This design comes from an exercise in tuning for a short achievable clock period and few clock cycles per item on the open sky130 flow, not from production work.
Function was checked by simulation only, so behaviour that the tests miss may differ from the original.
Power and IR drop assume default switching activity.

<file path="design/flow/config.mk">
export PLATFORM = sky130hd
export DESIGN_NAME = sumset_productset_size
export DESIGN_NICKNAME = sumset_productset_size
export VERILOG_FILES = /design/flow/design.v
export SDC_FILE = /design/flow/constraint.sdc
export NUM_CORES = 4
export LEC_CHECK = 0
export CAP_MARGIN = 20
export CORE_MARGIN = 2
export CORE_UTILIZATION = 40
export SLEW_MARGIN = 20
</file>
<file path="design/flow/constraint.sdc">
create_clock -name core_clock -period 8.0 [get_ports {clk}]
set_input_delay 1.6000 -clock core_clock [delete_from_list [all_inputs] [get_ports {clk}]]
set_output_delay 1.6000 -clock core_clock [all_outputs]
set_load 0.01 [all_outputs]
</file>
<file path="design/flow/design.v">
package ssps_pkg;
    localparam int CFG_W       = 6;
    localparam int SUM_CNT_W   = 7;
    localparam int PROD_CNT_W  = 11;
    localparam int OUT_TDATA_W = 24;
    localparam int OUT_PAD_W   = OUT_TDATA_W - SUM_CNT_W - PROD_CNT_W;
    localparam int WORD_W     = 64;
    localparam int WORD_BIT_W = 6;
    typedef enum logic [2:0] {
        ST_IDLE,
        ST_SCAN,
        ST_READ,
        ST_UPDATE,
        ST_DONE
    } state_t;
endpackage
module ssps_ram #(
    parameter int WIDTH = 64,
    parameter int DEPTH = 63
) (
    input  logic                                    clk,
    input  logic                                    we,
    input  logic [((DEPTH > 1) ? $clog2(DEPTH) : 1)-1:0] waddr,
    input  logic [WIDTH-1:0]                        wdata,
    input  logic [((DEPTH > 1) ? $clog2(DEPTH) : 1)-1:0] raddr,
    output logic [WIDTH-1:0]                        rdata
);
    logic [WIDTH-1:0] mem [DEPTH];
    always_ff @(posedge clk)
    begin
        if (we)
        begin
            mem[waddr] <= wdata;
        end
        rdata <= mem[raddr];
    end
endmodule
module sumset_productset_size #(
    parameter int MAX_N = 63
) (
    input  logic                                clk,
    input  logic                                rst_n,
    input  logic [((MAX_N + 7) / 8) * 8 - 1:0]  s_tdata,
    input  logic                                s_tvalid,
    output logic                                s_tready,
    output logic [ssps_pkg::OUT_TDATA_W-1:0]    m_tdata,
    output logic                                m_tvalid,
    input  logic                                m_tready,
    input  logic                                cfg_we,
    input  logic [ssps_pkg::CFG_W-1:0]          cfg_wdata
);
    localparam int EW         = $clog2(MAX_N + 1);
    localparam int SW         = EW + 1;
    localparam int PW         = 2 * EW;
    localparam int PXW        = (PW > ssps_pkg::WORD_BIT_W) ? PW : ssps_pkg::WORD_BIT_W + 1;
    localparam int SMAP_W     = 2 * MAX_N + 1;
    localparam int PMAP_DEPTH = (MAX_N * MAX_N) / ssps_pkg::WORD_W + 1;
    localparam int AW         = (PMAP_DEPTH > 1) ? $clog2(PMAP_DEPTH) : 1;
    ssps_pkg::state_t                  state_reg, state_next;
    logic [ssps_pkg::CFG_W-1:0]        max_n_reg, max_n_next;
    logic [EW-1:0]           n_clamp;
    logic [EW-1:0]           n_eff_reg, n_eff_next;
    logic [MAX_N-1:0]        mask_reg, mask_next;
    logic [EW-1:0]           a_reg, a_next;
    logic [EW-1:0]           b_reg, b_next;
    logic [SW-1:0]           sum_reg, sum_next;
    logic [PW-1:0]           prod_reg, prod_next;
    logic [SMAP_W-1:0]       sum_map_reg, sum_map_next;
    logic [PMAP_DEPTH-1:0]   pvalid_reg, pvalid_next;
    logic [ssps_pkg::SUM_CNT_W-1:0]    sum_cnt_reg, sum_cnt_next;
    logic [ssps_pkg::PROD_CNT_W-1:0]   prod_cnt_reg, prod_cnt_next;
    logic                    m_tvalid_reg, m_tvalid_next;
    logic [ssps_pkg::SUM_CNT_W-1:0]    out_sum_reg, out_sum_next;
    logic [ssps_pkg::PROD_CNT_W-1:0]   out_prod_reg, out_prod_next;
    logic [EW-1:0]           a_idx, b_idx;
    logic                    a_member, b_member;
    logic                    row_last, col_last;
    logic [PXW-1:0]          prod_x;
    logic [AW-1:0]           word_addr;
    logic [ssps_pkg::WORD_BIT_W-1:0]   bit_idx;
    logic [ssps_pkg::WORD_W-1:0]       rd_word, old_word, new_word;
    logic                    prod_seen, sum_seen;
    logic                    ram_we;
    assign n_clamp = (max_n_reg > ssps_pkg::CFG_W'(MAX_N)) ? EW'(MAX_N) : EW'(max_n_reg);
    assign a_idx    = a_reg - EW'(1);
    assign b_idx    = b_reg - EW'(1);
    assign a_member = mask_reg[a_idx];
    assign b_member = mask_reg[b_idx];
    assign row_last = (a_reg == n_eff_reg);
    assign col_last = (b_reg == n_eff_reg);
    assign prod_x    = PXW'(prod_reg);
    assign word_addr = AW'(prod_x[PXW-1:ssps_pkg::WORD_BIT_W]);
    assign bit_idx   = prod_x[ssps_pkg::WORD_BIT_W-1:0];
    assign old_word  = pvalid_reg[word_addr] ? rd_word : '0;
    assign prod_seen = old_word[bit_idx];
    assign new_word  = old_word | (ssps_pkg::WORD_W'(1) << bit_idx);
    assign sum_seen  = sum_map_reg[sum_reg];
    assign ram_we    = (state_reg == ssps_pkg::ST_UPDATE);
    ssps_ram #(
        .WIDTH (ssps_pkg::WORD_W),
        .DEPTH (PMAP_DEPTH)
    ) u_prod_map (
        .clk   (clk),
        .we    (ram_we),
        .waddr (word_addr),
        .wdata (new_word),
        .raddr (word_addr),
        .rdata (rd_word)
    );
    always_comb
    begin
        logic advance;
        logic next_row;
        state_next    = state_reg;
        max_n_next    = cfg_we ? cfg_wdata : max_n_reg;
        n_eff_next    = n_eff_reg;
        mask_next     = mask_reg;
        a_next        = a_reg;
        b_next        = b_reg;
        sum_next      = sum_reg;
        prod_next     = prod_reg;
        sum_map_next  = sum_map_reg;
        pvalid_next   = pvalid_reg;
        sum_cnt_next  = sum_cnt_reg;
        prod_cnt_next = prod_cnt_reg;
        out_sum_next  = out_sum_reg;
        out_prod_next = out_prod_reg;
        m_tvalid_next = (m_tvalid_reg && m_tready) ? 1'b0 : m_tvalid_reg;
        advance       = 1'b0;
        next_row      = 1'b0;
        unique case (state_reg)
            ssps_pkg::ST_IDLE:
            begin
                if (s_tvalid)
                begin
                    mask_next     = s_tdata[MAX_N-1:0];
                    n_eff_next    = n_clamp;
                    a_next        = EW'(1);
                    b_next        = EW'(1);
                    sum_map_next  = '0;
                    pvalid_next   = '0;
                    sum_cnt_next  = '0;
                    prod_cnt_next = '0;
                    state_next    = (n_clamp == '0) ? ssps_pkg::ST_DONE : ssps_pkg::ST_SCAN;
                end
            end
            ssps_pkg::ST_SCAN:
            begin
                if (!a_member)
                begin
                    advance  = 1'b1;
                    next_row = 1'b1;
                end
                else if (!b_member)
                begin
                    advance = 1'b1;
                end
                else
                begin
                    prod_next  = PW'(a_reg) * PW'(b_reg);
                    sum_next   = SW'(a_reg) + SW'(b_reg);
                    state_next = ssps_pkg::ST_READ;
                end
            end
            ssps_pkg::ST_READ:
            begin
                state_next = ssps_pkg::ST_UPDATE;
            end
            ssps_pkg::ST_UPDATE:
            begin
                sum_map_next[sum_reg]  = 1'b1;
                pvalid_next[word_addr] = 1'b1;
                if (!sum_seen)
                begin
                    sum_cnt_next = sum_cnt_reg + ssps_pkg::SUM_CNT_W'(1);
                end
                if (!prod_seen)
                begin
                    prod_cnt_next = prod_cnt_reg + ssps_pkg::PROD_CNT_W'(1);
                end
                advance = 1'b1;
            end
            ssps_pkg::ST_DONE:
            begin
                if (!m_tvalid_reg || m_tready)
                begin
                    out_sum_next  = sum_cnt_reg;
                    out_prod_next = prod_cnt_reg;
                    m_tvalid_next = 1'b1;
                    state_next    = ssps_pkg::ST_IDLE;
                end
            end
            default:
            begin
                state_next = ssps_pkg::ST_IDLE;
            end
        endcase
        if (advance)
        begin
            if (next_row || col_last)
            begin
                if (row_last)
                begin
                    state_next = ssps_pkg::ST_DONE;
                end
                else
                begin
                    a_next     = a_reg + EW'(1);
                    b_next     = a_reg + EW'(1);
                    state_next = ssps_pkg::ST_SCAN;
                end
            end
            else
            begin
                b_next     = b_reg + EW'(1);
                state_next = ssps_pkg::ST_SCAN;
            end
        end
    end
    always_ff @(posedge clk or negedge rst_n)
    begin
        if (!rst_n)
        begin
            state_reg    <= ssps_pkg::ST_IDLE;
            max_n_reg    <= ssps_pkg::CFG_W'(63);
            pvalid_reg   <= '0;
            m_tvalid_reg <= 1'b0;
        end
        else
        begin
            state_reg    <= state_next;
            max_n_reg    <= max_n_next;
            pvalid_reg   <= pvalid_next;
            m_tvalid_reg <= m_tvalid_next;
        end
    end
    always_ff @(posedge clk)
    begin
        n_eff_reg    <= n_eff_next;
        mask_reg     <= mask_next;
        a_reg        <= a_next;
        b_reg        <= b_next;
        sum_reg      <= sum_next;
        prod_reg     <= prod_next;
        sum_map_reg  <= sum_map_next;
        sum_cnt_reg  <= sum_cnt_next;
        prod_cnt_reg <= prod_cnt_next;
        out_sum_reg  <= out_sum_next;
        out_prod_reg <= out_prod_next;
    end
    assign s_tready = (state_reg == ssps_pkg::ST_IDLE);
    assign m_tvalid = m_tvalid_reg;
    assign m_tdata  = {ssps_pkg::OUT_PAD_W'(0), out_prod_reg, out_sum_reg};
endmodule
</file>
<file path="design/flow/run.sh">
#!/bin/bash
# synth_recipe.tcl (not shown) runs the flow's synth.tcl, then flattens the netlist and writes it again
# the make line also repeats each setting of config.mk as NAME=value (left out here)
make -C /OpenROAD-flow-scripts/flow DESIGN_CONFIG=/design/flow/config.mk WORK_HOME=/design/flow/orfs CLKGATE_MAP_FILE= SYNTH_SCRIPT=/design/flow/synth_recipe.tcl finish
</file>
==> results.txt <==
- MaxCap Viol Count: 0
- Netlist cell types: 83
- Hold Vio Cnt, Final: 0
- Yosys top cell by area: edfxtp_1
- Initial antenna violation count: 31
- Slack of the critical path: between 2 and 2.5 ns
- YS warnings: 2
- Static Leak: 61.9 nW
- Global-route wire length before repair: 821000 microns
- Worst-Margin Slew: approximately 1.3 ns
- Wl on met1: approximately 220000 microns
- Routed wire length: between 600000 and 700000 microns
- Largest net degree at the start of global routing: 110
- Setup CP Type: reg2reg
- Clk root buf: clkbuf_16
- Setup Slack @ Placement: 2.43 ns
- Starting Density: between 40 and 50%
- Vias in the first global route: 100000
- Post-Syn Area: 169000 sq um
- Max Slew Vio Count: 0
- Cts hold-fix bufs: 0
- Final Net Count: 10200
- Vias per cell: 6.59
- Tightest Hold Check Type: reg2reg
- Top layer in use: met5
- CP startpoint kind: register
- DR vias: 106000
- Mapped Avg Cell Area: 17.2 sq um
- Syn Inst Count: 9842
- Synth Flop Type: edfxtp_1
- Initial DRC count: 20200
- IO buf count: between 90 and 100
- Clock transition at the registers of the reported paths: 0.06 ns
- Outcome: complete, no violations
- Clock tree buffer depth: 4
- Synth Area in Compound Gates: 11.6%
- Crit path DAT: approximately 6.3 ns
- Main area contributors after synthesis: edfxtp_1 76%, a22oi_1 4.2%, a221oi_1 2.0%, mux2i_1 1.9%, mux4_2 1.7%
- CP Capture Type: register
- Tmin final: 5.76 ns
- # DRC: 0
- Detail Route met2 WL: 273000 microns
- CP Max Fanout: 31
- Max Fclk: roughly 170 MHz
- Post-CTS sizing: 0
- Share of layout cells above drive strength 1: 14.4%
- Number of synthesized flops with an enable pin: 4283
- Hold WS: 0.483 ns
- Post-CTS setup buffer count: 0
- Post-synth top cells: 4283 x edfxtp_1, 941 x a22oi_1, 498 x nor2_1, 443 x a21oi_1, 390 x a221oi_1
- Core area: 421000 sq um
- Die span in y: 655 microns
- Min-delay src: pvalid_reg[17]
- Wire per inst: 37.8 microns
- Row count: 238
- DP HPWL: 317000 microns
- Setup TNS: 0 ns
- Clk sinks: 4432
- Max VDD drop: 289 uV
- Die area: 428000 sq um
- Num CTS Buffers: 433
- Async S/R FF share, synth: roughly 1.6%
- Clk Latency, worst-skew pair: 1.00 ns
- Syn-to-layout area delta: 14.6%
- Final period utilization: between 70% and 80%
- Crit path launch: prod_reg[7]
- GRT overflow: 0
- Worst EP required: approximately 8.6 ns
- Die W: around 650 microns
- FILL cells: 35200
- Clock skew: 0.0728 ns
- Adder-cell area share of the yosys netlist: less than 1%
- GP Congestion: 0.871
- Seq/Total Area, Yosys: 77.9%
- Power density over cell area: 376 nW/um^2
- I/O pin cnt: 101
- Simple-Gate Fraction of Synth Area: 3.26%
- Met3 routed WL: 83000 microns
- Most frequent cell after synthesis: edfxtp_1
- Max reg flops: 4032
- # setup viols final: 0
- Post-DRT Antenna Nets: 0
- Mux cell area share after synthesis: roughly 4.6%
- Max transition margin: 12.5%
- Reg-to-reg startpoint: prod_reg[7]
- DRT Pass-1 Iters: 6
- GRT Total Usage: 27.5%
- Synth Area in XOR/XNOR: 0.284%
- CTS tree: done
- Share of the synthesized area in the top cell type: 76.0%
- Number of synthesized register bits: 4432
- Number of H-tree levels: 5
- Unrepaired setup endpoints after global routing: no
- Largest family of logic cells by synthesized area: compound AO/OA/AOI/OAI gates
==> cells by family (layout without fill, tap and decap cells) <==
kind of cell	after synthesis	in the layout
AOI/OAI and AO/OA	2749	2749
xor gates and xnor gates	54	54
adders and majority gates	57	57
buffers and inverters	741	1337
DFF	4432	4432
muxes	591	591
other	1	33
and+or+nand+nor	1217	1217
==> area by class of cell <==
cell class	instances	area [sq um]	share of cell area, %
tap	5640	7060	3.64
clock buffer	567	11800	6.07
inverter	47	184	0.0948
antenna	27	67.6	0.0348
timing repair buffer	480	4850	2.50
sequential	4432	132000	68.0
multi-input combinational	4674	35400	18.2
clock inverter	243	2700	1.39
==> layer usage <==
layer,global-route usage [%],up-vias
met1,36.8,54800
met3,6.86,1642
met2,42.4,8794
met4,12.7,16
met5,0,-
li1,-,40900
==> per-stage QoR <==
| step | instance area (sq um) | utilization [%] | std cells | power [mW] |
|---|---|---|---|---|
| final | 194000 | 46.1 | 16100 | 72.9 |
| after global routing | 194000 | 46.1 | 16100 | 74.4 |
| after CTS | 194000 | 46.0 | 16100 | 72.0 |
| after detailed placement | 179000 | 42.6 | 15300 | 51.6 |
| after global placement | 179000 | 42.5 | 15300 | 51.3 |
| after floorplan | 169000 | - | 9847 | 41.5 |
==> worst paths after layout <==
kind / to / slack, ns / cells past startpoint
min in group asynchronous: state_reg[0] / 0.88 / 2
hold reg to reg: pvalid_reg[17] / 0.48 / 2
max in group asynchronous: pvalid_reg[12] / 6.48 / 2
hold / removal: pvalid_reg[17] / 0.48 / 2
setup reg to reg: u_prod_map.mem[18][48] / 2.24 / 7
setup / recovery: u_prod_map.mem[18][48] / 2.24 / 7
==> power by group <==
group | leakage, nW | switching (mW) | internal [mW]
combinational | 13.5 | 16.6 | 6.56
clock | 7.06 | 8.92 | 11.9
sequential | 41.3 | 1.01 | 27.9
==> worst max-delay path, stage by stage, from the launching register on <==
cell	delay, ns
edfxtp_1	0.97
inv_4	0.43
buf_4	0.37
nor3_4	0.55
buf_4	0.47
nand2_1	0.65
nor2_4	0.94
buf_4	0.75
==> layout by cell type (no fill, tap or decap), types with 41 or more instances in the layout <==
cell,count
o22ai_1,66
dfrtp_1,67
clkbuf_16,438
nor2_1,415
a221oi_1,390
nor2_4,79
a22oi_1,941
mux2i_1,313
and2_1,41
o21ai_0,253
buf_4,308
buf_12,68
clkbuf_1,96
clkinv_2,85
mux2_2,149
nand2_1,311
a41oi_1,52
bufinv_16,46
a22o_1,208
a21oi_1,443
nand3_1,57
a31oi_1,134
clkdlybuf4s50_1,92
dfxtp_1,75
mux4_2,129
edfxtp_1,4283
nand4_1,111
clkinv_1,75
inv_1,43
Testbench counts, summed over its fixed seeds: cycles 895,557, items 360.

## static timing again, ports no longer ideal
Ports are ideal in the flow. The routed layout listed here was re-timed in OpenROAD.
Step 1 sets driving cells, clkbuf_16 on the clock port and buf_2 on the other inputs (assumed; they add their load-dependent delay and slew).
Step 2 moves the port delays by t, midway between the first and last clock arrival at a register: inputs arrive t later, outputs are due t later. That takes back most of the time a late clock gives input paths.
Three values: no drivers, after step 1, after step 2; two values: the first two.
t, ns: 1.092
setup slack, ns: 2.245 / 2.245 / 2.245
hold slack, ns: 0.483 / 0.483 / 0.483
worst slew at a driven data input, ns: 0.06
After both steps setup and hold are still met in this run. The setup slack of this run moves by 0.000 ns with the drivers and by 0.000 ns with both steps.
